What follows belongs to an exercise in optimizing a design on an open flow for small area, a short achievable clock period and few clock cycles per item; a production flow would make more cautious choices. Function was checked by simulation only, so behaviour that the tests miss may differ from the original.

$ cat design.v
package aes_pkg;
  localparam int unsigned PaddrW = 6;
  localparam logic [1:0] KeyMode128 = 2'd0;
  localparam logic [1:0] KeyMode192 = 2'd1;
  localparam logic [2:0] RegKey0 = 3'd0;
  localparam logic [2:0] RegKey1 = 3'd1;
  localparam logic [2:0] RegKey2 = 3'd2;
  localparam logic [2:0] RegKey3 = 3'd3;
  localparam logic [2:0] RegMode = 3'd4;
  function automatic logic [7:0] xtime(input logic [7:0] x);
    xtime = {x[6:0], 1'b0} ^ (x[7] ? 8'h1b : 8'h00);
  endfunction
  function automatic logic [7:0] xtime_inv(input logic [7:0] x);
    xtime_inv = {1'b0, x[7:1]} ^ (x[0] ? 8'h8d : 8'h00);
  endfunction
  function automatic logic [7:0] sbox_fwd(input logic [7:0] u);
    logic T1, T2, T3, T4, T5, T6, T7, T8, T9, T10, T11, T12, T13, T14, T15, T16, T17, T18, T19, T20, T21, T22, T23, T24, T25, T26, T27, M1, M2, M3, M4, M5, M6, M7, M8, M9, M10, M11, M12, M13, M14, M15, M16, M17, M18, M19, M20, M21, M22, M23, M24, M25, M26, M27, M28, M29, M30, M31, M32, M33, M34, M35, M36, M37, M38, M39, M40, M41, M42, M43, M44, M45, M46, M47, M48, M49, M50, M51, M52, M53, M54, M55, M56, M57, M58, M59, M60, M61, M62, M63;
    logic L0, L1, L2, L3, L4, L5, L6, L7, L8, L9, L10, L11, L12, L13, L14, L15, L16, L17, L18, L19, L20, L21, L22, L23, L24, L25, L26, L27, L28, L29, S0, S1, S2, S3, S4, S5, S6, S7;
    T1 = u[7] ^ u[4];
    T2 = u[7] ^ u[2];
    T3 = u[7] ^ u[1];
    T4 = u[4] ^ u[2];
    T5 = u[3] ^ u[1];
    T6 = T1 ^ T5;
    T7 = u[6] ^ u[5];
    T8 = u[0] ^ T6;
    T9 = u[0] ^ T7;
    T10 = T6 ^ T7;
    T11 = u[6] ^ u[2];
    T12 = u[5] ^ u[2];
    T13 = T3 ^ T4;
    T14 = T6 ^ T11;
    T15 = T5 ^ T11;
    T16 = T5 ^ T12;
    T17 = T9 ^ T16;
    T18 = u[4] ^ u[0];
    T19 = T7 ^ T18;
    T20 = T1 ^ T19;
    T21 = u[1] ^ u[0];
    T22 = T7 ^ T21;
    T23 = T2 ^ T22;
    T24 = T2 ^ T10;
    T25 = T20 ^ T17;
    T26 = T3 ^ T16;
    T27 = T1 ^ T12;
    M1 = T13 & T6;
    M2 = T23 & T8;
    M3 = T14 ^ M1;
    M4 = T19 & u[0];
    M5 = M4 ^ M1;
    M6 = T3 & T16;
    M7 = T22 & T9;
    M8 = T26 ^ M6;
    M9 = T20 & T17;
    M10 = M9 ^ M6;
    M11 = T1 & T15;
    M12 = T4 & T27;
    M13 = M12 ^ M11;
    M14 = T2 & T10;
    M15 = M14 ^ M11;
    M16 = M3 ^ M2;
    M17 = M5 ^ T24;
    M18 = M8 ^ M7;
    M19 = M10 ^ M15;
    M20 = M16 ^ M13;
    M21 = M17 ^ M15;
    M22 = M18 ^ M13;
    M23 = M19 ^ T25;
    M24 = M22 ^ M23;
    M25 = M22 & M20;
    M26 = M21 ^ M25;
    M27 = M20 ^ M21;
    M28 = M23 ^ M25;
    M29 = M28 & M27;
    M30 = M26 & M24;
    M31 = M20 & M23;
    M32 = M27 & M31;
    M33 = M27 ^ M25;
    M34 = M21 & M22;
    M35 = M24 & M34;
    M36 = M24 ^ M25;
    M37 = M21 ^ M29;
    M38 = M32 ^ M33;
    M39 = M23 ^ M30;
    M40 = M35 ^ M36;
    M41 = M38 ^ M40;
    M42 = M37 ^ M39;
    M43 = M37 ^ M38;
    M44 = M39 ^ M40;
    M45 = M42 ^ M41;
    M46 = M44 & T6;
    M47 = M40 & T8;
    M48 = M39 & u[0];
    M49 = M43 & T16;
    M50 = M38 & T9;
    M51 = M37 & T17;
    M52 = M42 & T15;
    M53 = M45 & T27;
    M54 = M41 & T10;
    M55 = M44 & T13;
    M56 = M40 & T23;
    M57 = M39 & T19;
    M58 = M43 & T3;
    M59 = M38 & T22;
    M60 = M37 & T20;
    M61 = M42 & T1;
    M62 = M45 & T4;
    M63 = M41 & T2;
    L0 = M61 ^ M62;
    L1 = M50 ^ M56;
    L2 = M46 ^ M48;
    L3 = M47 ^ M55;
    L4 = M54 ^ M58;
    L5 = M49 ^ M61;
    L6 = M62 ^ L5;
    L7 = M46 ^ L3;
    L8 = M51 ^ M59;
    L9 = M52 ^ M53;
    L10 = M53 ^ L4;
    L11 = M60 ^ L2;
    L12 = M48 ^ M51;
    L13 = M50 ^ L0;
    L14 = M52 ^ M61;
    L15 = M55 ^ L1;
    L16 = M56 ^ L0;
    L17 = M57 ^ L1;
    L18 = M58 ^ L8;
    L19 = M63 ^ L4;
    L20 = L0 ^ L1;
    L21 = L1 ^ L7;
    L22 = L3 ^ L12;
    L23 = L18 ^ L2;
    L24 = L15 ^ L9;
    L25 = L6 ^ L10;
    L26 = L7 ^ L9;
    L27 = L8 ^ L10;
    L28 = L11 ^ L14;
    L29 = L11 ^ L17;
    S0 = L6 ^ L24;
    S1 = ~(L16 ^ L26);
    S2 = ~(L19 ^ L28);
    S3 = L6 ^ L21;
    S4 = L20 ^ L22;
    S5 = L25 ^ L29;
    S6 = ~(L13 ^ L27);
    S7 = ~(L6 ^ L23);
    sbox_fwd = {S0, S1, S2, S3, S4, S5, S6, S7};
  endfunction
  function automatic logic [7:0] aff_inv(input logic [7:0] x);
    aff_inv[0] = ~(x[2] ^ x[5] ^ x[7]);
    aff_inv[1] = x[0] ^ x[3] ^ x[6];
    aff_inv[2] = ~(x[1] ^ x[4] ^ x[7]);
    aff_inv[3] = x[0] ^ x[2] ^ x[5];
    aff_inv[4] = x[1] ^ x[3] ^ x[6];
    aff_inv[5] = x[2] ^ x[4] ^ x[7];
    aff_inv[6] = x[0] ^ x[3] ^ x[5];
    aff_inv[7] = x[1] ^ x[4] ^ x[6];
  endfunction
  function automatic logic [31:0] sub_word(input logic [31:0] w);
    sub_word = {sbox_fwd(w[31:24]), sbox_fwd(w[23:16]), sbox_fwd(w[15:8]), sbox_fwd(w[7:0])};
  endfunction
  function automatic logic [31:0] mix_col(input logic [31:0] c);
    logic [7:0] a0, a1, a2, a3;
    a0 = c[31:24]; a1 = c[23:16]; a2 = c[15:8]; a3 = c[7:0];
    mix_col = {xtime(a0 ^ a1) ^ a1 ^ a2 ^ a3,
               xtime(a1 ^ a2) ^ a2 ^ a3 ^ a0,
               xtime(a2 ^ a3) ^ a3 ^ a0 ^ a1,
               xtime(a3 ^ a0) ^ a0 ^ a1 ^ a2};
  endfunction
  function automatic logic [31:0] inv_pre(input logic [31:0] c);
    logic [7:0] a0, a1, a2, a3, u, v;
    a0 = c[31:24]; a1 = c[23:16]; a2 = c[15:8]; a3 = c[7:0];
    u = xtime(xtime(a0 ^ a2));
    v = xtime(xtime(a1 ^ a3));
    inv_pre = {a0 ^ u, a1 ^ v, a2 ^ u, a3 ^ v};
  endfunction
  function automatic logic [31:0] inv_mix_col(input logic [31:0] c);
    logic [7:0] a0, a1, a2, a3, u, v;
    a0 = c[31:24]; a1 = c[23:16]; a2 = c[15:8]; a3 = c[7:0];
    u = xtime(xtime(a0 ^ a2));
    v = xtime(xtime(a1 ^ a3));
    inv_mix_col = mix_col({a0 ^ u, a1 ^ v, a2 ^ u, a3 ^ v});
  endfunction
endpackage
module aes_datapath (
  input  logic         clk_i,
  input  logic         rst_ni,
  input  logic         ld_i,
  input  logic         sw_i,
  input  logic         d1_i,
  input  logic         p1_i,
  input  logic         selb_i,
  input  logic         spec_i,
  input  logic         d2_i,
  input  logic         p2_i,
  input  logic         park_i,
  input  logic         last2_i,
  input  logic         fin_i,
  input  logic         cap_i,
  input  logic [255:0] key_i,
  input  logic [1:0]   mode_i,
  input  logic [255:0] key_nx_i,       
  input  logic [1:0]   mode_nx_i,
  input  logic [128:0] in_i,
  output logic [127:0] out_o
);
  logic nk4, nk6, nk8;
  assign nk4 = (mode_i == aes_pkg::KeyMode128);
  assign nk6 = (mode_i == aes_pkg::KeyMode192);
  assign nk8 = !nk4 && !nk6;
  logic [255:0] k1_q, k2_q, dk_q;
  logic [31:0]  t1_q, sin2_q, dkt_q;
  logic [7:0]   rc1_q, rc2_q;
  logic [1:0]   ph1_q, ph2_q;
  function automatic logic [31:0] wd(input logic [255:0] w, input int j);
    wd = w[255-32*j -: 32];
  endfunction
  function automatic logic [1:0] ph_back(input logic [1:0] ph, input logic n6);
    ph_back = n6 ? ((ph == 2'd0) ? 2'd2 : ph - 2'd1) : {1'b0, !ph[0]};
  endfunction
  function automatic logic [31:0] f_sel(input logic [255:0] w, input logic [1:0] ph,
                                        input logic n4, input logic n6);
    if (n4)                f_sel = wd(w, 3);
    else if (!n6)          f_sel = wd(w, 7);
    else if (ph == 2'd0)   f_sel = wd(w, 5);
    else                   f_sel = wd(w, 0) ^ wd(w, 1) ^ wd(w, 5);
  endfunction
  function automatic logic [31:0] b_sel(input logic [255:0] w, input logic [1:0] ph,
                                        input logic n4, input logic n6);
    logic [1:0] bp;
    bp = ph_back(ph, n6);
    if (n4)                b_sel = wd(w, 3) ^ wd(w, 2);
    else if (!n6)          b_sel = wd(w, 3);
    else if (bp == 2'd0)   b_sel = wd(w, 1);
    else                   b_sel = wd(w, 3);
  endfunction
  logic [31:0] skey_q;
  always_ff @(posedge clk_i or negedge rst_ni)
    if (!rst_ni) skey_q <= '0;
    else         skey_q <= f_sel(key_nx_i, 2'd0, mode_nx_i == aes_pkg::KeyMode128,
                                 mode_nx_i == aes_pkg::KeyMode192);
  logic [31:0] k_in, k_sw;
  assign k_in = spec_i ? skey_q : sin2_q;
  assign k_sw = aes_pkg::sub_word(k_in);
  logic        f_rot, f_t0, f_t2, b_rot, b_t0, b_t2;
  logic [1:0]  b_ph, f_ph, ph_n;
  logic [7:0]  b_rc, f_rc, rc_n;
  logic [31:0] tf, tb;
  logic [31:0] s [8];
  logic [31:0] n0, n1, n2, n3, o0, o1, o2, o3;
  logic [255:0] w_n;
  logic [31:0]  sin_n;
  always_comb begin
    for (int j = 0; j < 8; j++) s[j] = wd(k1_q, j);
    f_rot = nk4 || (nk6 && ph1_q != 2'd2) || (nk8 && ph1_q == 2'd0);
    f_t0  = nk4 || nk8 || (nk6 && ph1_q == 2'd0);
    f_t2  = nk6 && ph1_q == 2'd1;
    f_rc  = f_rot ? aes_pkg::xtime(rc1_q) : rc1_q;
    f_ph  = nk6 ? ((ph1_q == 2'd2) ? 2'd0 : ph1_q + 2'd1) : {1'b0, !ph1_q[0]};
    b_ph  = ph_back(ph1_q, nk6);
    b_rot = nk4 || (nk6 && b_ph != 2'd2) || (nk8 && b_ph == 2'd0);
    b_t0  = nk4 || nk8 || (nk6 && b_ph == 2'd0);
    b_t2  = nk6 && b_ph == 2'd1;
    b_rc  = b_rot ? aes_pkg::xtime_inv(rc1_q) : rc1_q;
    tf = f_rot ? {t1_q[23:0], t1_q[31:24]} ^ {rc1_q, 24'h0} : t1_q;
    tb = b_rot ? {t1_q[23:0], t1_q[31:24]} ^ {b_rc, 24'h0} : t1_q;
    if (f_t2) begin
      n0 = s[0] ^ s[5];
      n1 = s[0] ^ s[1] ^ s[5];
      n2 = s[2] ^ tf;
      n3 = (s[2] ^ s[3]) ^ tf;
    end else if (f_t0) begin
      n0 = s[0] ^ tf;
      n1 = (s[0] ^ s[1]) ^ tf;
      n2 = (s[0] ^ s[1] ^ s[2]) ^ tf;
      n3 = (s[0] ^ s[1] ^ s[2] ^ s[3]) ^ tf;
    end else begin
      n0 = s[0] ^ s[5];
      n1 = s[0] ^ s[1] ^ s[5];
      n2 = s[0] ^ s[1] ^ s[2] ^ s[5];
      n3 = s[0] ^ s[1] ^ s[2] ^ s[3] ^ s[5];
    end
    if (nk4) begin
      o3 = s[3] ^ s[2];
      o2 = s[2] ^ s[1];
      o1 = s[1] ^ s[0];
      o0 = s[0] ^ tb;
    end else if (nk6) begin
      o3 = s[5] ^ s[4];
      o2 = s[4] ^ (b_t2 ? tb : s[3]);
      o1 = s[3] ^ s[2];
      o0 = s[2] ^ (b_t0 ? tb : s[1]);
    end else begin
      o3 = s[7] ^ s[6];
      o2 = s[6] ^ s[5];
      o1 = s[5] ^ s[4];
      o0 = s[4] ^ tb;
    end
    if (d1_i) begin
      w_n  = {o0, o1, o2, o3, s[0], s[1], s[2], s[3]};
      rc_n = b_rc;
      ph_n = b_ph;
    end else begin
      if (nk4)      w_n = {n0, n1, n2, n3, 128'h0};
      else if (nk6) w_n = {s[4], s[5], n0, n1, n2, n3, 64'h0};
      else          w_n = {s[4], s[5], s[6], s[7], n0, n1, n2, n3};
      rc_n = f_rc;
      ph_n = f_ph;
    end
    sin_n = selb_i ? b_sel(w_n, ph_n, nk4, nk6) : f_sel(w_n, ph_n, nk4, nk6);
  end
  logic [7:0] rc_end;
  assign rc_end = nk4 ? 8'h6c : nk6 ? 8'h1b : 8'h80;
  always_ff @(posedge clk_i) begin
    begin
      if (ld_i && in_i[128]) begin
        k1_q  <= dk_q;
        t1_q  <= dkt_q;
        rc1_q <= rc_end;
        ph1_q <= 2'd0;
      end else if (ld_i || sw_i) begin
        k1_q  <= key_i;
        t1_q  <= k_sw;
        rc1_q <= 8'h01;
        ph1_q <= 2'd0;
      end else begin
        k1_q  <= k2_q;
        t1_q  <= k_sw;
        rc1_q <= rc2_q;
        ph1_q <= ph2_q;
      end
      k2_q   <= w_n;
      sin2_q <= sin_n;
      rc2_q  <= rc_n;
      ph2_q  <= ph_n;
      if (cap_i) begin
        dk_q  <= k2_q;
        dkt_q <= k_sw;
      end
    end
  end
  logic [127:0] st_q, r_q, out_q;
  function automatic logic [127:0] shift_rows(input logic [127:0] x);
    for (int c = 0; c < 4; c++)
      for (int r = 0; r < 4; r++)
        shift_rows[127-8*(r+4*c) -: 8] = x[127-8*(r+4*((c+r)%4)) -: 8];
  endfunction
  function automatic logic [127:0] inv_shift_aff(input logic [127:0] x);
    for (int c = 0; c < 4; c++)
      for (int r = 0; r < 4; r++)
        inv_shift_aff[127-8*(r+4*((c+r)%4)) -: 8] = aes_pkg::aff_inv(x[127-8*(r+4*c) -: 8]);
  endfunction
  logic [127:0] sb;
  always_comb
    for (int n = 0; n < 16; n++) sb[127-8*n -: 8] = aes_pkg::sbox_fwd(st_q[127-8*n -: 8]);
  logic [127:0] rk, v, x, mi, m, y;
  assign rk = p2_i ? 128'h0 : k2_q[255:128];    
  always_comb begin
    for (int n = 0; n < 16; n++)
      v[127-8*n -: 8] = d2_i ? aes_pkg::aff_inv(r_q[127-8*n -: 8]) : r_q[127-8*n -: 8];
    x = v ^ rk;
    for (int c = 0; c < 4; c++)
      mi[127-32*c -: 32] = d2_i ? aes_pkg::inv_pre(x[127-32*c -: 32]) : v[127-32*c -: 32];
    for (int c = 0; c < 4; c++) m[127-32*c -: 32] = aes_pkg::mix_col(mi[127-32*c -: 32]);
    y = (last2_i || p2_i) ? x : (d2_i ? m : m ^ rk);
  end
  logic [127:0] z;
  logic         zdec;
  always_comb begin
    if (ld_i) begin
      z    = in_i[127:0] ^ (in_i[128] ? dk_q[255:128] : key_i[255:128]);
      zdec = in_i[128];
    end else begin
      z    = y;
      zdec = d2_i;
    end
  end
  always_ff @(posedge clk_i) begin
    if (park_i)    st_q <= y;
    else if (zdec) st_q <= inv_shift_aff(z);
    else           st_q <= shift_rows(z);
    r_q <= p1_i ? st_q : sb;
    if (fin_i) out_q <= y;
  end
  assign out_o = out_q;
endmodule
module aes_ctrl (
  input  logic       clk_i,
  input  logic       rst_ni,
  input  logic       key_dirty_i,    
  input  logic [1:0] mode_i,
  input  logic       in_valid_i,
  output logic       in_stall_o,
  input  logic       in_action_i,
  output logic       out_valid_o,
  input  logic       out_stall_i,
  output logic       ld_o,           
  output logic       sw_o,           
  output logic       d1_o,           
  output logic       p1_o,           
  output logic       selb_o,         
  output logic       spec_o,         
  output logic       d2_o,           
  output logic       p2_o,           
  output logic       last2_o,        
  output logic       fin_o,          
  output logic       park_o,         
  output logic       cap_o           
);
  logic       a1_q, w1_q, d1_q, p1_q, g1_q, a2_q, w2_q, d2_q, p2_q, g2_q;
  logic       vo_q, dk_ok_q, head_q, tag_q;
  logic       l1_q, l2_q;            
  logic       spec_q, dk_ok_d;
  logic [3:0] n1_q, n2_q, nr;
  logic       done2, p2free, sink_free;
  assign nr = (mode_i == aes_pkg::KeyMode128) ? 4'd10 :
              (mode_i == aes_pkg::KeyMode192) ? 4'd12 : 4'd14;
  assign sink_free = !vo_q || !out_stall_i;
  assign last2_o   = l2_q;
  assign done2     = a2_q && (last2_o || p2_q);         
  assign fin_o     = done2 && !w2_q && (g2_q == head_q) && sink_free;
  assign park_o    = done2 && !w2_q && !fin_o;
  assign cap_o     = a2_q && !p2_q && !d2_q && last2_o && !dk_ok_q;
  assign p2free    = !a2_q || (done2 && !park_o);
  assign spec_o    = spec_q;
  assign d1_o      = d1_q;
  assign d2_o      = d2_q;
  assign p1_o      = p1_q;
  assign p2_o      = p2_q;
  assign selb_o    = d1_q || (!dk_ok_q && l1_q);
  logic ready_any, ready_head, st_sink_ok, st_sink_held;
  assign ready_any    = !a2_q || (done2 && w2_q);               
  assign ready_head   = done2 && !w2_q && (g2_q == head_q);     
  assign st_sink_ok   = !ready_any && !ready_head;              
  assign st_sink_held = !ready_any && !(ready_head && !vo_q);   
  always_comb begin
    case ({out_stall_i, in_action_i})
      2'b00:   in_stall_o = st_sink_ok   || cap_o;
      2'b01:   in_stall_o = st_sink_ok   || !dk_ok_q;
      2'b10:   in_stall_o = st_sink_held || cap_o;
      default: in_stall_o = st_sink_held || !dk_ok_q;
    endcase
  end
  assign ld_o        = in_valid_i && !in_stall_o;
  assign sw_o        = in_valid_i && in_action_i && !dk_ok_q && !a1_q && !a2_q;
  assign out_valid_o = vo_q;
  assign dk_ok_d = key_dirty_i ? 1'b0 : (cap_o ? 1'b1 : dk_ok_q);
  always_ff @(posedge clk_i or negedge rst_ni) begin
    if (!rst_ni) begin
      l1_q <= 1'b0; l2_q <= 1'b0; spec_q <= 1'b1;
      a1_q <= 1'b0; w1_q <= 1'b0; d1_q <= 1'b0; p1_q <= 1'b0; g1_q <= 1'b0; n1_q <= '0;
      a2_q <= 1'b0; w2_q <= 1'b0; d2_q <= 1'b0; p2_q <= 1'b0; g2_q <= 1'b0; n2_q <= '0;
      vo_q <= 1'b0;
      dk_ok_q <= 1'b0;
      head_q <= 1'b0;
      tag_q <= 1'b0;
    end else begin
      dk_ok_q <= dk_ok_d;
      spec_q  <= !a1_q || p1_q || (l1_q && !(!p1_q && !d1_q && !dk_ok_d));
      l2_q <= l1_q;
      a2_q <= a1_q; w2_q <= w1_q; d2_q <= d1_q; p2_q <= p1_q; g2_q <= g1_q; n2_q <= n1_q;
      if (ld_o || sw_o) begin
        a1_q <= 1'b1; w1_q <= sw_o; d1_q <= ld_o && in_action_i; p1_q <= 1'b0;
        g1_q <= tag_q; n1_q <= 4'd1; l1_q <= 1'b0;
      end else begin
        a1_q <= a2_q && !(done2 && !park_o);
        w1_q <= w2_q;
        d1_q <= d2_q && !park_o;
        p1_q <= park_o;
        g1_q <= g2_q;
        n1_q <= n2_q + 4'd1;
        l1_q <= (n2_q + 4'd1 == nr);
      end
      if (ld_o) tag_q <= !tag_q;
      if (fin_o) begin
        vo_q   <= 1'b1;
        head_q <= !head_q;
      end else if (!out_stall_i) begin
        vo_q <= 1'b0;
      end
    end
  end
endmodule
module aes_block_cipher (
  input  logic                      clk_i,
  input  logic                      rst_ni,
  input  logic                      in_valid_i,
  output logic                      in_stall_o,
  input  logic [128:0]              in_data_i,    
  output logic                      out_valid_o,
  input  logic                      out_stall_i,
  output logic [127:0]              out_data_o,   
  input  logic                      psel,
  input  logic                      penable,
  input  logic                      pwrite,
  input  logic [aes_pkg::PaddrW-1:0] paddr,
  input  logic [63:0]               pwdata,
  output logic [63:0]               prdata,
  output logic                      pready
);
  logic [63:0] key_q [4];
  logic [1:0]  mode_q;
  logic        wr, dirty;
  logic [2:0]  ridx;
  logic ld, sw, d1, p1, selb, spec, d2, p2, last2, fin, park, cap;
  assign pready = 1'b1;
  assign wr    = psel && penable && pwrite;
  assign ridx  = paddr[5:3];
  assign dirty = wr && (ridx <= aes_pkg::RegMode);
  logic [63:0] key_d [4];
  logic [1:0]  mode_d;
  always_comb begin
    for (int i = 0; i < 4; i++) key_d[i] = (wr && ridx == 3'(i)) ? pwdata : key_q[i];
    mode_d = (wr && ridx == aes_pkg::RegMode) ? pwdata[1:0] : mode_q;
  end
  always_ff @(posedge clk_i or negedge rst_ni) begin
    if (!rst_ni) begin
      for (int i = 0; i < 4; i++) key_q[i] <= '0;
      mode_q <= '0;
    end else begin
      for (int i = 0; i < 4; i++) key_q[i] <= key_d[i];
      mode_q <= mode_d;
    end
  end
  logic [63:0] rd_lo, rd_hi, rd_key;
  always_comb begin
    rd_lo  = paddr[3] ? key_q[1] : key_q[0];
    rd_hi  = paddr[3] ? key_q[3] : key_q[2];
    rd_key = paddr[4] ? rd_hi : rd_lo;
    if (!paddr[5])                prdata = rd_key;
    else if (paddr[4:3] == 2'd0)  prdata = {62'd0, mode_q};
    else                          prdata = '0;
  end
  aes_ctrl u_ctrl (
    .clk_i, .rst_ni,
    .key_dirty_i (dirty),
    .mode_i      (mode_q),
    .in_valid_i,
    .in_stall_o,
    .in_action_i (in_data_i[128]),
    .out_valid_o,
    .out_stall_i,
    .ld_o    (ld),
    .sw_o    (sw),
    .d1_o    (d1),
    .p1_o    (p1),
    .selb_o  (selb),
    .spec_o  (spec),
    .d2_o    (d2),
    .p2_o    (p2),
    .last2_o (last2),
    .fin_o   (fin),
    .park_o  (park),
    .cap_o   (cap)
  );
  aes_datapath u_dp (
    .clk_i, .rst_ni,
    .ld_i    (ld),
    .sw_i    (sw),
    .d1_i    (d1),
    .p1_i    (p1),
    .selb_i  (selb),
    .spec_i  (spec),
    .d2_i    (d2),
    .p2_i    (p2),
    .park_i  (park),
    .last2_i (last2),
    .fin_i   (fin),
    .cap_i   (cap),
    .key_i   ({key_q[0], key_q[1], key_q[2], key_q[3]}),
    .mode_i  (mode_q),
    .key_nx_i  ({key_d[0], key_d[1], key_d[2], key_d[3]}),
    .mode_nx_i (mode_d),
    .in_i    (in_data_i),
    .out_o   (out_data_o)
  );
endmodule
$ cat flow/run.sh
#!/bin/bash
# Own layout flow: the standard flow (standard.sh) unchanged, except that the synthesis's
# ABC technology-mapping step runs flow/abc.script (area-recovering &nf mapping) in place of
# ORFS's abc_speed.script. Registers are mapped before ABC runs, so they are the standard ones.
set -euo pipefail
here=$(pwd)
cat > "$here/own_synth.tcl" <<TCL
# replace the -script argument of every abc call with this flow's mapping script
proc abc {args} {
  set i [lsearch -exact \$args -script]
  if {\$i >= 0} { set args [lreplace \$args [expr {\$i + 1}] [expr {\$i + 1}] $here/flow/abc.script] }
  yosys abc {*}\$args
}
source $here/synth_recipe.tcl
TCL
sed "s#SYNTH_SCRIPT=[^ ]*#SYNTH_SCRIPT=$here/own_synth.tcl#" standard.sh > own_standard.sh
bash own_standard.sh > "$here/flow.log" 2>&1
$ cat flow/abc.script
&get -n
&st
&dch
&nf -R 1000
&put
topo
stime -c
buffer -c
upsize -c
dnsize -c
$ cat standard.sh
#!/bin/bash
# synth_recipe.tcl (not shown) runs the flow's synth.tcl, then flattens the netlist and writes it again
# the make line also repeats each setting of config.mk as NAME=value (left out here)
make -C /OpenROAD-flow-scripts/flow DESIGN_CONFIG=/design/flow/config.mk WORK_HOME=/design/flow/orfs CLKGATE_MAP_FILE= SYNTH_SCRIPT=/design/flow/synth_recipe.tcl "${@:-finish}"
$ cat config.mk
export PLATFORM = sky130hd
export DESIGN_NAME = aes_block_cipher
export DESIGN_NICKNAME = aes_block_cipher
export VERILOG_FILES = /design/flow/design.v
export SDC_FILE = /design/flow/constraint.sdc
export NUM_CORES = 8
export LEC_CHECK = 0
export CAP_MARGIN = 20
export CORE_MARGIN = 2
export CORE_UTILIZATION = 40
export PLACE_DENSITY = 0.5
export SETUP_SLACK_MARGIN = 4.5
export SLEW_MARGIN = 20
$ cat constraint.sdc
create_clock -name core_clock -period 10.0 [get_ports {clk_i}]
set_input_delay 2.0000 -clock core_clock [delete_from_list [all_inputs] [get_ports {clk_i}]]
set_output_delay 2.0000 -clock core_clock [all_outputs]
set_load 0.01 [all_outputs]
==> results of run 1 <==
-- placed cells by master (no fill, tap or decap), types with 32 or more instances in the layout --
cell type / n
mux2i_4: 32
nor2_1: 1108
diode_2: 39
clkbuf_16: 199
o21ai_1: 89
a21oi_4: 69
nand2b_1: 179
a22oi_1: 312
a22o_1: 57
xnor2_2: 128
edfxtp_1: 416
o22ai_1: 72
inv_1: 72
a21o_1: 95
mux2_2: 260
buf_12: 38
xor2_1: 1156
dfxtp_1: 850
a21oi_1: 614
a211oi_1: 74
dfrtp_1: 309
mux2i_1: 208
xor2_2: 67
xnor2_1: 2127
ha_1: 48
o21ai_2: 66
nand3_1: 136
a221oi_1: 34
clkbuf_1: 33
o221ai_1: 78
buf_4: 309
clkinv_2: 37
a21oi_2: 93
o21ai_0: 1072
nor2b_1: 127
nand2_1: 1348
clkdlybuf4s50_1: 325
-- worst max-delay path: cells and delay by family --
| family | cells | cell delay (ns) |
|---|---|---|
| buffers and inverters | 4 | 0.82 |
| AO/OA/AOI/OAI | 2 | 0.52 |
| AND/OR/NAND/NOR | 1 | 0.18 |
-- sequential cells by signal, summed over array words and instances (netlist names), 4 cells and up --
name / count
u_dp.skey_q: 32
u_dp.rc1_q: 8
u_ctrl.n2_q: 4
u_dp.out_q: 128
key_q: 256
u_dp.r_q: 128
u_dp.st_q: 128
u_dp.k2_q: 256
u_dp.dk_q: 256
u_dp.dkt_q: 32
u_dp.t1_q: 32
u_dp.rc2_q: 8
u_dp.k1_q: 256
u_dp.sin2_q: 32
u_ctrl.n1_q: 4
-- how the worst min path moves through the flow --
stage | start | end | slack [ns] | cells past startpoint
global route | u_ctrl.n1_q[0] | u_ctrl.n2_q[0] | 0.36 | 0
detailed placement | u_ctrl.n1_q[2] | u_ctrl.n2_q[2] | 0.33 | 0
CTS | u_ctrl.n1_q[2] | u_ctrl.n2_q[2] | 0.35 | 0
global placement | u_ctrl.n1_q[2] | u_ctrl.n2_q[2] | 0.33 | 0
floorplan | u_ctrl.g1_q | u_ctrl.g2_q | 0.33 | 0
finish | u_ctrl.n1_q[3] | u_ctrl.n2_q[3] | 0.35 | 0
-- layer usage --
metal  global-route usage  part of all wire
met1                0.453              0.39
met5                    0           0.00035
met4                0.283             0.090
met2                0.568              0.44
met3               0.0716             0.078
-- per-stage QoR --
step                hold slack, ns  setup WS [ns]  std cells
floorplan                    0.331          0.938      12400
global placement             0.333           2.72      15900
detailed placement           0.335           2.74      15900
CTS                          0.351           4.28      16200
global route                 0.362           4.38      16300
finish                       0.352           4.46      16400
-- cells by family (layout without fill, tap and decap cells) --
group	Yosys count	in the layout
compound gates	2954	2954
xor+xnor	3497	3497
fa+ha+maj	48	48
buf+inv	836	1194
flops	1583	1583
mux	521	521
other cells	1	40
simple gates	2975	2978
-- timing repair --
action | CTS | global route
endpoints found under the hold margin | 0 | 0
gates cloned | 6 | 5
buffers inserted | 44 | 75
endpoints found under the setup margin | 564 | 265
resized for setup | 468 | 265
pin swaps | 47 | 52
-- layout make-up --
cell class	count	area share
Tap cell	3552	0.0350
Sequential cell	1583	0.295
Clock buffer	255	0.0424
Timing Repair inverter	2	0.000138
Antenna cell	39	0.000769
Inverter	79	0.00248
Clock inverter	91	0.00767
Multi-Input combinational cell	9999	0.558
Timing Repair Buffer	767	0.0585
==> impl_metrics.env, run 1 <==
export IMPL_status="timing/DRC/antenna clean"
export IMPL_grt_max_degree=162
export IMPL_place_area_um2=116000
export IMPL_synthesis_nets=12700
export IMPL_syn2layout_area_growth_pct=17.6
export IMPL_period_needed_ns=5.54
export IMPL_cts_inserted_buffers=191
export IMPL_fmax_mhz=180
export IMPL_vias=93900
export IMPL_routed_wl_mm=523
export IMPL_synth_edf_count=416
export IMPL_track_usage=0.368
export IMPL_dpl_hpwl_mm=394
export IMPL_synth_top_family_by_area="XOR/XNOR gates"
export IMPL_regArea_um2=37500
export IMPL_n_fill_cell=25800
export IMPL_ys_warn_count=6
export IMPL_crit_required_ns=8.00
export IMPL_fin_worst_skew_ns=0.0860
export IMPL_crit_top_cell="buf_12"
export IMPL_synthCells=12400
export IMPL_dr_pass1_iters=8
export IMPL_synth_adder_area_share=0.00557
export IMPL_drtAntennaViolNets=0
export IMPL_cts_num_sinks=1583
export IMPL_ys_flop_type="dfxtp_1"
export IMPL_utilization=0.473
export IMPL_antenna_found_initial=67
export IMPL_regToRegStartpoint="mode_q[1]"
export IMPL_fp_row_count=190
export IMPL_fin_nets=12900
export IMPL_drive_gt1_frac=0.125
export IMPL_yosys_area_top_type="xnor2_1"
export IMPL_synth_compound_area_frac=0.161
export IMPL_cp_startpoint="paddr[3]"
export IMPL_initial_core_util=0.402
export IMPL_htree_levels=4
export IMPL_hp_class="reg2reg"
export IMPL_place_port_buffers=396
export IMPL_grt_pass1_wl_mm=711
export IMPL_gp_congestion=0.982
export IMPL_yosys_area_share_simple=0.113
export IMPL_crit_fanout=17
export IMPL_maxCapViolations=0
export IMPL_crit_path_end_kind="primary output"
export IMPL_hold_viol_final=0
export IMPL_drc=0
export IMPL_path_class="in2out"
export IMPL_endpoint="prdata[18]"
export IMPL_max_slew_margin=0.0912
export IMPL_synth_common_cells="2216 x xnor2_1, 1355 x nand2_1, 1214 x xor2_1, 1160 x o21ai_0, 1130 x nor2_1"
export IMPL_synth_xor_area_share=0.290
export IMPL_synth_most_common_cell="xnor2_1"
export IMPL_synthesis_area_um2=108000
export IMPL_cts_root_buf="clkbuf_16"
export IMPL_die_x_um=523
export IMPL_synth_avg_cell_area_um2=8.69
export IMPL_r2r_end="u_dp.sin2_q[23]"
export IMPL_crit_path_start_kind="input pin"
export IMPL_core_area_um2=268000
export IMPL_grt_pass1_vias=90100
export IMPL_cp_slowest_cell="a21oi_2"
export IMPL_slowest_delay_ns=0.39
export IMPL_finalSetupViolations=0
export IMPL_dieArea_um2=274000
export IMPL_multi_input_area_um2=70800
export IMPL_synth_cell_types=76
export IMPL_slew_violations=0
export IMPL_synth_seq_cells=1583
export IMPL_finalCritPeriodShare=0.554
export IMPL_worstRegToRegCells=17
export IMPL_cp_arrival_ns=3.54
export IMPL_ys_async_sr_fraction=0.199
export IMPL_muxShareOfSynthArea=0.0527
export IMPL_drt_iter0_drc=9897
export IMPL_grt_ovfl_total=0
export IMPL_synth_area_leaders="xnor2_1 18%, dfxtp_1 16%, edfxtp_1 12%"
export IMPL_ctsHoldBuffers=0
export IMPL_setup_tns_ns=0
export IMPL_cts_tree="done"
export IMPL_worstSkewPairLatency_ns=0.93
export IMPL_fin_area_um2=127000
export IMPL_clockBufferDepth=4
export IMPL_r2r_slack_ns=4.51
export IMPL_die_h_um=523
export IMPL_rsz0062_at_grt="true"
export IMPL_avgRoutedWirePerCell_um=31.9
export IMPL_clkTransAtPathRegs_ns=0.06
export IMPL_tightest_slew_ns=1.33
export IMPL_yosysSeqAreaShare=0.347
export IMPL_worstPathCellList="buf_4, nor2b_4, buf_12, buf_12, a22oi_1, a21oi_2, clkdlybuf4s15_2"
export IMPL_synth_top_area_frac=0.180
export IMPL_viasPerCell=5.74
export IMPL_io_pins=401
Testbench counts, summed over its fixed seeds: cycles 17,529, blocks 1,280.
==> run 2: changes to the inputs <==
--- a/design.v
+++ b/design.v
@@ -245,7 +245,7 @@
   logic        f_rot, f_t0, f_t2, b_rot, b_t0, b_t2;
   logic [1:0]  b_ph, f_ph, ph_n;
   logic [7:0]  b_rc, f_rc, rc_n;
-  logic [31:0] tf, tb;
+  logic [31:0] tf, tb, u;
   logic [31:0] s [8];
   logic [31:0] n0, n1, n2, n3, o0, o1, o2, o3;
   logic [255:0] w_n;
@@ -264,22 +264,11 @@
     b_rc  = b_rot ? aes_pkg::xtime_inv(rc1_q) : rc1_q;
     tf = f_rot ? {t1_q[23:0], t1_q[31:24]} ^ {rc1_q, 24'h0} : t1_q;
     tb = b_rot ? {t1_q[23:0], t1_q[31:24]} ^ {b_rc, 24'h0} : t1_q;
-    if (f_t2) begin
-      n0 = s[0] ^ s[5];
-      n1 = s[0] ^ s[1] ^ s[5];
-      n2 = s[2] ^ tf;
-      n3 = (s[2] ^ s[3]) ^ tf;
-    end else if (f_t0) begin
-      n0 = s[0] ^ tf;
-      n1 = (s[0] ^ s[1]) ^ tf;
-      n2 = (s[0] ^ s[1] ^ s[2]) ^ tf;
-      n3 = (s[0] ^ s[1] ^ s[2] ^ s[3]) ^ tf;
-    end else begin
-      n0 = s[0] ^ s[5];
-      n1 = s[0] ^ s[1] ^ s[5];
-      n2 = s[0] ^ s[1] ^ s[2] ^ s[5];
-      n3 = s[0] ^ s[1] ^ s[2] ^ s[3] ^ s[5];
-    end
+    u  = f_t0 ? tf : s[5];
+    n0 = s[0] ^ u;
+    n1 = (s[0] ^ s[1]) ^ u;
+    n2 = f_t2 ? (s[2] ^ tf) : ((s[0] ^ s[1] ^ s[2]) ^ u);
+    n3 = f_t2 ? ((s[2] ^ s[3]) ^ tf) : ((s[0] ^ s[1] ^ s[2] ^ s[3]) ^ u);
     if (nk4) begin
       o3 = s[3] ^ s[2];
       o2 = s[2] ^ s[1];
==> run 2 against run 1 <==
Compared with the run above:
- first-iteration DRC count increased by 9.5%
- worst setup slack improved by 0.015 ns
- flip-flop and latch count did not move
- sequential share of layout area is 0.24 points higher
- clock-buffer cell count increased by 30
- still clean on timing, DRC and antenna
- routed wire length down 0.57%
- clock skew rose by 0.019 ns
- highest routed layer unchanged
- fmax increased by 0.26%
- core utilization hardly changed
- die area fell by 0.72%
==> impl_metrics.env, run 2 <==
export IMPL_status="timing/DRC/antenna clean"
export IMPL_hp_class="reg2reg"
export IMPL_io_pins=401
export IMPL_use_met1=0.471
export IMPL_drt_iter0_drc=10800
export IMPL_slowest_delay_ns=0.29
export IMPL_cts_root_buf="clkbuf_16"
export IMPL_die_x_um=521
export IMPL_slew_violations=0
export IMPL_max_slew_margin=0.103
export IMPL_grt_pass1_vias=90400
export IMPL_initial_core_util=0.403
export IMPL_crit_path_end_kind="primary output"
export IMPL_ys_warn_count=6
export IMPL_crit_fanout=8
export IMPL_synth_top_area_frac=0.181
export IMPL_yosys_area_top_type="xnor2_1"
export IMPL_track_usage=0.369
export IMPL_gp_congestion=1.03
export IMPL_path_class="in2out"
export IMPL_use_met2=0.558
export IMPL_finalSetupViolations=0
export IMPL_grt_util_met3=0.0698
export IMPL_tightest_slew_ns=1.33
export IMPL_fp_row_count=189
export IMPL_final_common_cell="xnor2_1"
export IMPL_fmax_mhz=181
export IMPL_synth_cell_types=83
export IMPL_finalCritPeriodShare=0.553
export IMPL_ctsHoldBuffers=0
export IMPL_synthesis_nets=12600
export IMPL_synthCells=12400
export IMPL_rsz0062_at_grt="true"
export IMPL_ys_flop_type="dfxtp_1"
export IMPL_busiest_layer="met2"
export IMPL_worst_path_buf_inv=4
export IMPL_dr_pass1_iters=8
export IMPL_syn2layout_area_growth_pct=17.5
export IMPL_place_area_um2=116000
export IMPL_routed_wl_mm=520
export IMPL_place_port_buffers=396
export IMPL_period_needed_ns=5.53
export IMPL_ys_async_sr_fraction=0.199
export IMPL_fin_worst_skew_ns=0.105
export IMPL_maxCapViolations=0
export IMPL_synth_seq_cells=1583
export IMPL_worstPathCellList="buf_4, nor2b_4, buf_12, buf_16, a22oi_1, a21oi_2, clkdlybuf4s15_2"
export IMPL_dpl_hpwl_mm=385
export IMPL_place_ws_ns=2.77
export IMPL_dieArea_um2=272000
export IMPL_vias=94500
export IMPL_cpLargestDelayFamily="buffers and inverters"
export IMPL_mostFrequentLayoutCells="2136 x xnor2_1, 1336 x nand2_1, 1123 x xor2_1"
export IMPL_clkTransAtPathRegs_ns=0.05
export IMPL_hold_slack_ns=0.352
export IMPL_crit_path_start_kind="input pin"
export IMPL_htree_levels=4
export IMPL_drtAntennaViolNets=0
export IMPL_cts_tree="done"
export IMPL_drive_gt1_frac=0.122
export IMPL_avgRoutedWirePerCell_um=32.0
export IMPL_grt_pass1_wl_mm=711
export IMPL_drc=0
export IMPL_cp_arrival_ns=3.53
export IMPL_synth_common_cells="2216 x xnor2_1, 1366 x nand2_1, 1195 x xor2_1, 1108 x nor2_1, 1106 x o21ai_0"
export IMPL_synth_area_leaders="xnor2_1 18%, dfxtp_1 16%, edfxtp_1 12%"
export IMPL_grt_ovfl_total=0
export IMPL_worstSkewPairLatency_ns=0.92
export IMPL_synth_most_common_cell="xnor2_1"
export IMPL_die_h_um=521
export IMPL_core_area_um2=266000
export IMPL_synth_edf_count=416
export IMPL_antenna_found_initial=53
export IMPL_fin_nets=12800
export IMPL_clockBufferDepth=4
export IMPL_crit_required_ns=8.00
export IMPL_setup_ws_ns=4.47
export IMPL_synthesis_area_um2=107000
export IMPL_viasPerCell=5.82
export IMPL_hold_viol_final=0
export IMPL_cts_num_sinks=1583
export IMPL_cp_slowest_cell="a21oi_2"
export IMPL_synth_avg_cell_area_um2=8.65
export IMPL_yosysSeqAreaShare=0.349
export IMPL_fin_area_um2=126000
export IMPL_setup_tns_ns=0
export IMPL_grt_max_degree=186
export IMPL_cts_inserted_buffers=196
## run 2: cell count changes after synthesis, moves of 25 or more
cell / previous run / this run
a211oi_1: 89 / 32
a21o_1: 95 / 40
a21oi_1: 772 / 924
a221oi_1: 35 / 60
a22o_1: 57 / 98
o21ai_0: 1160 / 1106
o221ai_1: 81 / 51
## run 2: cell type report
class	instances	area [um^2]
Tap cell	3533	4420
Multi-Input combinational cell	9945	70200
Antenna cell	20	50.0
Fill cell	25700	140000
Clock buffer	285	5690
Sequential cell	1583	37500
Clock inverter	71	676
Timing Repair inverter	2	17.5
Timing Repair Buffer	700	6940
Inverter	102	403
## run 2: path summary, 6_finish.rpt
| check | startpoint | to | slack, ns | cells after the start |
|---|---|---|---|---|
| min reg2reg | u_ctrl.n1_q[2] | u_ctrl.n2_q[2] | 0.35 | 0 |
| max | paddr[4] | prdata[17] | 4.47 | 7 |
| min | u_ctrl.n1_q[2] | u_ctrl.n2_q[2] | 0.35 | 0 |
| max in group asynchronous | rst_ni | u_ctrl.p1_q | 7.56 | 2 |
| max reg2reg | mode_q[1] | u_dp.sin2_q[12] | 4.49 | 14 |
| min in group asynchronous | rst_ni | key_q[3][59] | 1.06 | 1 |
## run 2: worst reg2reg max path, stage by stage, from the launching register on
cell,delay [ns]
dfrtp_4,0.68
inv_2,0.27
nand2_8,0.26
a21oi_4,0.71
buf_4,0.70
o21ai_0,0.30
xnor2_1,0.16
nor2_1,0.09
o21ai_0,0.09
o221ai_1,0.97
a21oi_1,0.17
o21a_1,0.18
a21oi_1,0.13
o21ai_0,0.10
a21oi_1,0.52
## run 2: metal layers
metal | wire (um) | share of wire
met1 | 208000 | 0.40
met5 | 76 | 0.00015
met2 | 223000 | 0.43
met3 | 42500 | 0.082
met4 | 46000 | 0.088
## run 2: what timing repair did
action / in CTS / in global routing
buffers inserted: 50 / 37
pin swaps: 41 / 33
setup endpoints to repair: 537 / 236
resized for setup: 431 / 222
gates cloned: 13 / 1
## run 2: cells by family after synthesis
kind of cell,after synthesis,synth area share
simple gates,2953,0.113
buf+inv,850,0.0308
fa+ha+maj,48,0.00561
flops,1583,0.349
mux,496,0.0503
compound gates,2976,0.162
other cells,1,0.0000350
xor+xnor,3470,0.288
## run 2: stage by stage
stage	util	cells
finish	0.474	16200
global placement	0.437	15800
floorplan	-	12400
CTS	0.468	16200
global route	0.473	16200
detailed placement	0.437	15800
Testbench counts of run 2, summed over its fixed seeds: cycles 17,529, blocks 1,280.
==> run 3: changes to the inputs <==
==> flow/run.sh (replaced) <==
#!/bin/bash
# Own layout flow: the standard flow (standard.sh) unchanged, except that
#  - the synthesis's ABC technology-mapping step runs flow/abc.script (area-recovering &nf
#    mapping) in place of ORFS's abc_speed.script; registers are mapped before ABC runs, so
#    they are the standard ones;
#  - clock tree synthesis runs with its usual arguments plus -dont_use_dummy_load (no dummy
#    load cells added to balance the tree).
set -euo pipefail
here=$(pwd)
cat > "$here/own_synth.tcl" <<TCL
# replace the -script argument of every abc call with this flow's mapping script
proc abc {args} {
  set i [lsearch -exact \$args -script]
  if {\$i >= 0} { set args [lreplace \$args [expr {\$i + 1}] [expr {\$i + 1}] $here/flow/abc.script] }
  yosys abc {*}\$args
}
source $here/synth_recipe.tcl
TCL
sed "s#SYNTH_SCRIPT=[^ ]*#SYNTH_SCRIPT=$here/own_synth.tcl#" standard.sh > own_standard.sh
bash own_standard.sh "CTS_ARGS=-sink_clustering_enable -repair_clock_nets -dont_use_dummy_load" \
  finish > "$here/flow.log" 2>&1
==> run 3 against run 2 <==
Compared with the run above:
- global-route usage barely moved
- fmax fell by 0.12%
- sequential share of layout area rose by 0.33 points
- flip-flop and latch count did not move
- clock-buffer cell count fell by 89
- cell count fell by 0.89%
- critical endpoint is now prdata[50]
- final area fell by 1.1%
- critical path type unchanged
- routed wire length rose by 0.16%
==> impl_metrics.env, run 3 <==
export IMPL_crit_path_start_kind="input pin"
export IMPL_htree_levels=4
export IMPL_cp_slowest_cell="a21oi_2"
export IMPL_yosysSeqAreaShare=0.349
export IMPL_fp_row_count=189
export IMPL_syn2layout_area_growth_pct=16.2
export IMPL_worst_path_buf_inv=4
export IMPL_yosys_area_top_type="xnor2_1"
export IMPL_drt_iter0_drc=10700
export IMPL_cts_inserted_buffers=196
export IMPL_cts_root_buf="clkbuf_16"
export IMPL_hp_class="reg2reg"
export IMPL_use_met1=0.467
export IMPL_busiest_layer="met2"
export IMPL_max_slew_margin=0.181
export IMPL_crit_required_ns=8.00
export IMPL_worstPathCellList="buf_4, nor2b_4, buf_12, buf_16, a22oi_1, a21oi_2, buf_2"
export IMPL_n_fill_cell=25800
export IMPL_avgRoutedWirePerCell_um=32.3
export IMPL_setup_tns_ns=0
export IMPL_ys_flop_type="dfxtp_1"
export IMPL_fin_worst_skew_ns=0.105
export IMPL_synth_edf_count=416
export IMPL_core_area_um2=266000
export IMPL_grt_ovfl_total=0
export IMPL_place_port_buffers=396
export IMPL_synth_avg_cell_area_um2=8.65
export IMPL_use_met2=0.561
export IMPL_drc=0
export IMPL_finalCritPeriodShare=0.553
export IMPL_synthCells=12400
export IMPL_dieArea_um2=272000
export IMPL_tightest_slew_ns=1.23
export IMPL_clkTransAtPathRegs_ns=0.05
export IMPL_rsz0062_at_grt="true"
export IMPL_synth_top_area_frac=0.181
export IMPL_hold_viol_final=0
export IMPL_crit_fanout=8
export IMPL_cp_arrival_ns=3.53
export IMPL_place_area_um2=116000
export IMPL_synth_common_cells="2216 x xnor2_1, 1366 x nand2_1, 1195 x xor2_1, 1108 x nor2_1, 1106 x o21ai_0"
export IMPL_cts_num_sinks=1583
export IMPL_viasPerCell=5.87
export IMPL_period_needed_ns=5.53
export IMPL_synth_seq_cells=1583
export IMPL_fin_area_um2=124000
export IMPL_grt_max_degree=186
export IMPL_cts_tree="done"
export IMPL_ys_async_sr_fraction=0.199
export IMPL_synth_most_common_cell="xnor2_1"
export IMPL_gp_congestion=1.03
export IMPL_maxCapViolations=0
export IMPL_routed_wl_mm=520
export IMPL_synth_cell_types=83
export IMPL_track_usage=0.369
export IMPL_grt_util_met3=0.0789
export IMPL_worstSkewPairLatency_ns=0.91
export IMPL_slew_violations=0
export IMPL_fin_nets=12800
export IMPL_initial_core_util=0.403
export IMPL_path_class="in2out"
export IMPL_ctsHoldBuffers=0
export IMPL_final_common_cell="xnor2_1"
export IMPL_dpl_hpwl_mm=385
export IMPL_die_h_um=521
export IMPL_synthesis_area_um2=107000
export IMPL_status="timing/DRC/antenna clean"
export IMPL_clockBufferDepth=4
export IMPL_grt_pass1_vias=90000
export IMPL_grt_pass1_wl_mm=711
export IMPL_mostFrequentLayoutCells="2141 x xnor2_1, 1336 x nand2_1, 1123 x xor2_1"
export IMPL_die_x_um=521
export IMPL_drive_gt1_frac=0.117
export IMPL_synthesis_nets=12600
export IMPL_synth_area_leaders="xnor2_1 18%, dfxtp_1 16%, edfxtp_1 12%"
export IMPL_cpLargestDelayFamily="buffers and inverters"
export IMPL_dr_pass1_iters=8
export IMPL_drtAntennaViolNets=0
export IMPL_antenna_found_initial=57
export IMPL_fmax_mhz=181
export IMPL_finalSetupViolations=0
export IMPL_ys_warn_count=6
export IMPL_vias=94500
export IMPL_crit_path_end_kind="primary output"
export IMPL_slowest_delay_ns=0.35
export IMPL_io_pins=401
[run 3: metrics by stage]
stage	hold slack, ns	util	worst slack [ns]	cells
after floorplan	0.331	-	0.864	12400
after global placement	0.335	0.437	2.76	15800
after detailed placement	0.337	0.437	2.77	15800
after CTS	0.355	0.462	4.44	16000
after global routing	0.357	0.468	4.38	16100
final	0.350	0.468	4.47	16100
[run 3: layer usage]
layer,part of all wire,vias up
li1,-,42000
met1,0.39,46500
met2,0.43,4772
met3,0.089,1253
met4,0.087,22
met5,0.00030,-
[run 3: cell type report]
class                      instances  area, um^2  share of cell area
clock buffer                     196        4900              0.0394
antenna                           23        57.6            0.000462
multi-input combinational       9945       70100               0.563
timing repair buffer             713        7090              0.0569
sequential                      1583       37500               0.301
inverter                         102         403             0.00324
tap                             3533        4420              0.0355
timing repair inverter             2        17.5            0.000141
[run 3: worst register-to-register path, cell delays in order, from the launching register on]
cell      delay [ns]
dfrtp_4         0.62
buf_16          0.27
nand2b_1        0.57
xor2_2          0.30
xnor2_2         0.45
xnor2_2         0.18
xnor2_1         0.30
xnor2_1         0.17
nand2_1         0.07
o21ai_1         0.43
xor2_1          0.32
xnor2_1         0.14
xnor2_1         0.30
o21ai_0         0.12
buf_4           0.20
a21oi_1         0.29
xnor2_1         0.22
xor2_1          0.18
nand2_1         0.08
a22o_1          0.21
[run 3: repair_timing]
item,4_1_cts,5_1_grt
endpoints found under the setup margin,541,238
gates cloned,13,2
gates resized for setup,439,200
setup buffers,53,46
pin swaps,39,35
[run 3: cells by family after synthesis]
group	synth area share
xor gates and xnor gates	0.288
AOI/OAI and AO/OA	0.162
and+or+nand+nor	0.113
DFF	0.349
buffers and inverters	0.0308
muxes	0.0503
adders and majority gates	0.00561
other	0.0000350
[run 3: path summary, 6_finish.rpt]
| path | startpoint | end | slack, ns | cells past startpoint |
|---|---|---|---|---|
| min in group asynchronous | rst_ni | key_q[3][59] | 1.07 | 1 |
| hold / removal | u_ctrl.n1_q[2] | u_ctrl.n2_q[2] | 0.35 | 0 |
| setup / recovery | paddr[4] | prdata[50] | 4.47 | 7 |
| max in group asynchronous | rst_ni | u_ctrl.p1_q | 7.56 | 2 |
| setup reg to reg | u_ctrl.p2_q | u_dp.st_q[10] | 4.48 | 19 |
| hold reg to reg | u_ctrl.n1_q[2] | u_ctrl.n2_q[2] | 0.35 | 0 |
==> run 4: changes to the inputs <==
--- a/flow/run.sh
+++ b/flow/run.sh
@@ -4,7 +4,7 @@
 #    mapping) in place of ORFS's abc_speed.script; registers are mapped before ABC runs, so
 #    they are the standard ones;
 #  - clock tree synthesis runs with its usual arguments plus -dont_use_dummy_load (no dummy
-#    load cells added to balance the tree).
+#    load cells added to balance the tree), building the tree from clkbuf_8 cells only.
 set -euo pipefail
 here=$(pwd)
 cat > "$here/own_synth.tcl" <<TCL
@@ -17,5 +17,5 @@
 source $here/synth_recipe.tcl
 TCL
 sed "s#SYNTH_SCRIPT=[^ ]*#SYNTH_SCRIPT=$here/own_synth.tcl#" standard.sh > own_standard.sh
-bash own_standard.sh "CTS_ARGS=-sink_clustering_enable -repair_clock_nets -dont_use_dummy_load" \
+bash own_standard.sh "CTS_ARGS=-sink_clustering_enable -repair_clock_nets -dont_use_dummy_load -buf_list sky130_fd_sc_hd__clkbuf_8" \
   finish > "$here/flow.log" 2>&1
==> run 4 against run 3 <==
Compared with the run above:
- still clean on timing, DRC and antenna
- hold slack improved by 0.0019 ns
- critical path depth rose by 1
==> impl_metrics.env, run 4 <==
export IMPL_hold_viol_final=0
export IMPL_ys_warn_count=6
export IMPL_hp_class="reg2reg"
export IMPL_synth_edf_count=416
export IMPL_synth_cell_types=83
export IMPL_regToRegStartpoint="u_ctrl.p2_q"
export IMPL_drtAntennaViolNets=0
export IMPL_path_class="in2out"
export IMPL_ys_async_sr_fraction=0.199
export IMPL_place_port_buffers=396
export IMPL_dr_pass1_iters=6
export IMPL_avgRoutedWirePerCell_um=32.2
export IMPL_viasPerCell=5.86
export IMPL_worstRegToRegCells=20
export IMPL_routed_wl_mm=522
export IMPL_yosys_area_share_simple=0.113
export IMPL_synthesis_nets=12600
export IMPL_dieArea_um2=272000
export IMPL_dpl_hpwl_mm=385
export IMPL_finalSetupViolations=0
export IMPL_clkTransAtPathRegs_ns=0.05
export IMPL_synth_adder_area_share=0.00561
export IMPL_io_pins=401
export IMPL_crit_top_cell="buf_12"
export IMPL_cts_num_sinks=1583
export IMPL_track_usage=0.370
export IMPL_cts_tree="done"
export IMPL_grt_pass1_vias=90900
export IMPL_cp_arrival_ns=3.52
export IMPL_synth_seq_cells=1583
export IMPL_tightest_slew_ns=1.24
export IMPL_die_h_um=521
export IMPL_cts_root_buf="clkbuf_8"
export IMPL_antenna_found_initial=53
export IMPL_synthCells=12400
export IMPL_grt_pass1_wl_mm=713
export IMPL_clockBufferDepth=4
export IMPL_max_slew_margin=0.169
export IMPL_cts_inserted_buffers=302
export IMPL_synthesis_area_um2=107000
export IMPL_syn2layout_area_growth_pct=16.0
export IMPL_cp_slowest_cell="clkdlybuf4s15_1"
export IMPL_gp_congestion=1.03
export IMPL_worstSkewPairLatency_ns=1.11
export IMPL_setup_ws_ns=4.48
export IMPL_synth_area_leaders="xnor2_1 18%, dfxtp_1 16%, edfxtp_1 12%"
export IMPL_vias=95100
export IMPL_yosysSeqAreaShare=0.349
export IMPL_fin_worst_skew_ns=0.141
export IMPL_fmax_mhz=181
export IMPL_ys_flop_type="dfxtp_1"
export IMPL_fp_row_count=189
export IMPL_slew_violations=0
export IMPL_grt_ovfl_total=0
export IMPL_rsz0062_at_grt="true"
export IMPL_drc=0
export IMPL_drt_iter0_drc=10600
export IMPL_crit_path_end_kind="primary output"
export IMPL_maxCapViolations=0
export IMPL_crit_required_ns=8.00
export IMPL_period_needed_ns=5.52
export IMPL_synth_top_area_frac=0.181
export IMPL_finalCritPeriodShare=0.552
export IMPL_synth_common_cells="2216 x xnor2_1, 1366 x nand2_1, 1195 x xor2_1, 1108 x nor2_1, 1106 x o21ai_0"
export IMPL_fin_nets=12900
export IMPL_worst_hold_startpoint="u_ctrl.n1_q[3]"
export IMPL_core_area_um2=266000
export IMPL_yosys_area_top_type="xnor2_1"
export IMPL_slowest_delay_ns=0.29
export IMPL_r2r_end="u_dp.st_q[114]"
export IMPL_worstPathCellList="buf_6, nor2b_4, buf_12, buf_12, buf_16, a22oi_1, a21oi_4, clkdlybuf4s15_1"
export IMPL_status="timing/DRC/antenna clean"
export IMPL_mostFrequentLayoutCells="2129 x xnor2_1, 1336 x nand2_1, 1123 x xor2_1"
export IMPL_synth_top_family_by_area="XOR/XNOR gates"
export IMPL_crit_fanout=9
export IMPL_min_path_cells=0
export IMPL_synth_avg_cell_area_um2=8.65
export IMPL_synth_compound_area_frac=0.162
export IMPL_drive_gt1_frac=0.125
export IMPL_holdPathEnd="u_ctrl.n2_q[3]"
export IMPL_setup_tns_ns=0
export IMPL_place_ws_ns=2.77
export IMPL_crit_path_start_kind="input pin"
export IMPL_muxShareOfSynthArea=0.0503
export IMPL_final_common_cell="xnor2_1"
export IMPL_synth_most_common_cell="xnor2_1"
export IMPL_synth_xor_area_share=0.288
export IMPL_initial_core_util=0.403
export IMPL_grt_max_degree=186
export IMPL_r2r_slack_ns=4.51
export IMPL_htree_levels=5
export IMPL_die_x_um=521
[run 4: cell counts after synthesis]
No cell type changed its count.
[run 4: routing by layer]
layer,wire (um),track usage,vias to the layer above
met5,141,0,-
met3,46800,0.0848,1225
li1,-,-,42200
met4,43600,0.255,20
met2,226000,0.564,4825
met1,205000,0.464,46800
[run 4: per-stage QoR]
stage,util,std cells,instance area (um^2),hold slack (ns)
floorplan,-,12400,109000,0.331
global placement,0.437,15800,116000,0.335
detailed placement,0.437,15800,116000,0.337
CTS,0.460,16100,122000,0.354
global route,0.467,16200,124000,0.356
finish,0.467,16200,124000,0.352
[run 4: worst max-delay path by stage]
| stage | depth (start not counted) | to | start | slack, ns |
|---|---|---|---|---|
| finish | 8 | prdata[36] | paddr[4] | 4.48 |
| detailed placement | 6 | prdata[3] | paddr[3] | 2.77 |
| global placement | 6 | prdata[50] | paddr[3] | 2.76 |
| CTS | 9 | prdata[1] | paddr[4] | 4.41 |
| floorplan | 7 | in_stall_o | out_stall_i | 0.86 |
| global route | 21 | u_dp.t1_q[26] | u_ctrl.spec_q | 4.37 |
[run 4: logic make-up (layout without fill, tap and decap cells)]
| kind of cell | Yosys count | after routing |
|---|---|---|
| AO/OA/AOI/OAI | 2976 | 2976 |
| buffers and inverters | 850 | 1136 |
| XOR/XNOR | 3470 | 3470 |
| AND/OR/NAND/NOR | 2953 | 2954 |
| multiplexers | 496 | 496 |
| adder cells (fa/ha/maj) | 48 | 48 |
| flip-flops | 1583 | 1583 |
| other | 1 | 30 |
[run 4: cell type report]
cell class                      instances  area [um^2]
Clock buffer                          302         4160
Timing Repair Buffer                  730         7370
Fill cell                           25900       142000
Timing Repair inverter                  2         17.5
Multi-Input combinational cell       9945        70300
Sequential cell                      1583        37500
Antenna cell                           29         72.6
Tap cell                             3533         4420
Inverter                              102          403
[run 4: timing repair]
item	CTS	global route
setup buffers	60	56
setup endpoints to repair	526	261
gates cloned	12	2
endpoints found under the hold margin	0	0
hold buffers	0	0
pin swaps	37	56
gates resized for setup	391	248
[run 4: worst max-delay path: cells and delay by family]
family	cells	cell delay, ns
compound gates	2	0.43
simple gates	1	0.17
buf+inv	5	0.91

[port drivers added, routing unchanged]
The results above use ideal ports. As a check the final layouts listed here were re-extracted and re-timed, cells and wires unchanged. Step 1, drivers: a clkbuf_16 drives clk_i and a buf_2 each remaining input, both assumed. Step 2 times the ports against the registers' clock, not the clock port: input delays grow and output delays shrink by t, the midpoint of the rising clock arrivals with the driver on. Three values: ideal ports, drivers, drivers and shift; two values: the first two.
run | shift t [ns] | setup slack, ns | worst setup path at the end | slew at the worst register clock pin (ns) | worst data-port slew with drivers (ns)
run 1 | 0.984 | 4.457 / 4.429 / 3.650 | input to register | 0.07 / 0.07 | 0.22
run 2 | 0.964 | 4.472 / 4.445 / 3.750 | input to register | 0.07 / 0.07 | 0.18
run 3 | 0.958 | 4.465 / 4.438 / 3.747 | input to register | 0.06 / 0.06 | 0.19
run 4 | 1.137 | 4.476 / 4.436 / 3.683 | input to register | 0.07 / 0.07 | 0.18
After both steps every run listed still meets setup and hold. For run 1, which loses most, drivers alone change the setup slack by -0.028 ns; drivers and shift together by -0.807 ns.
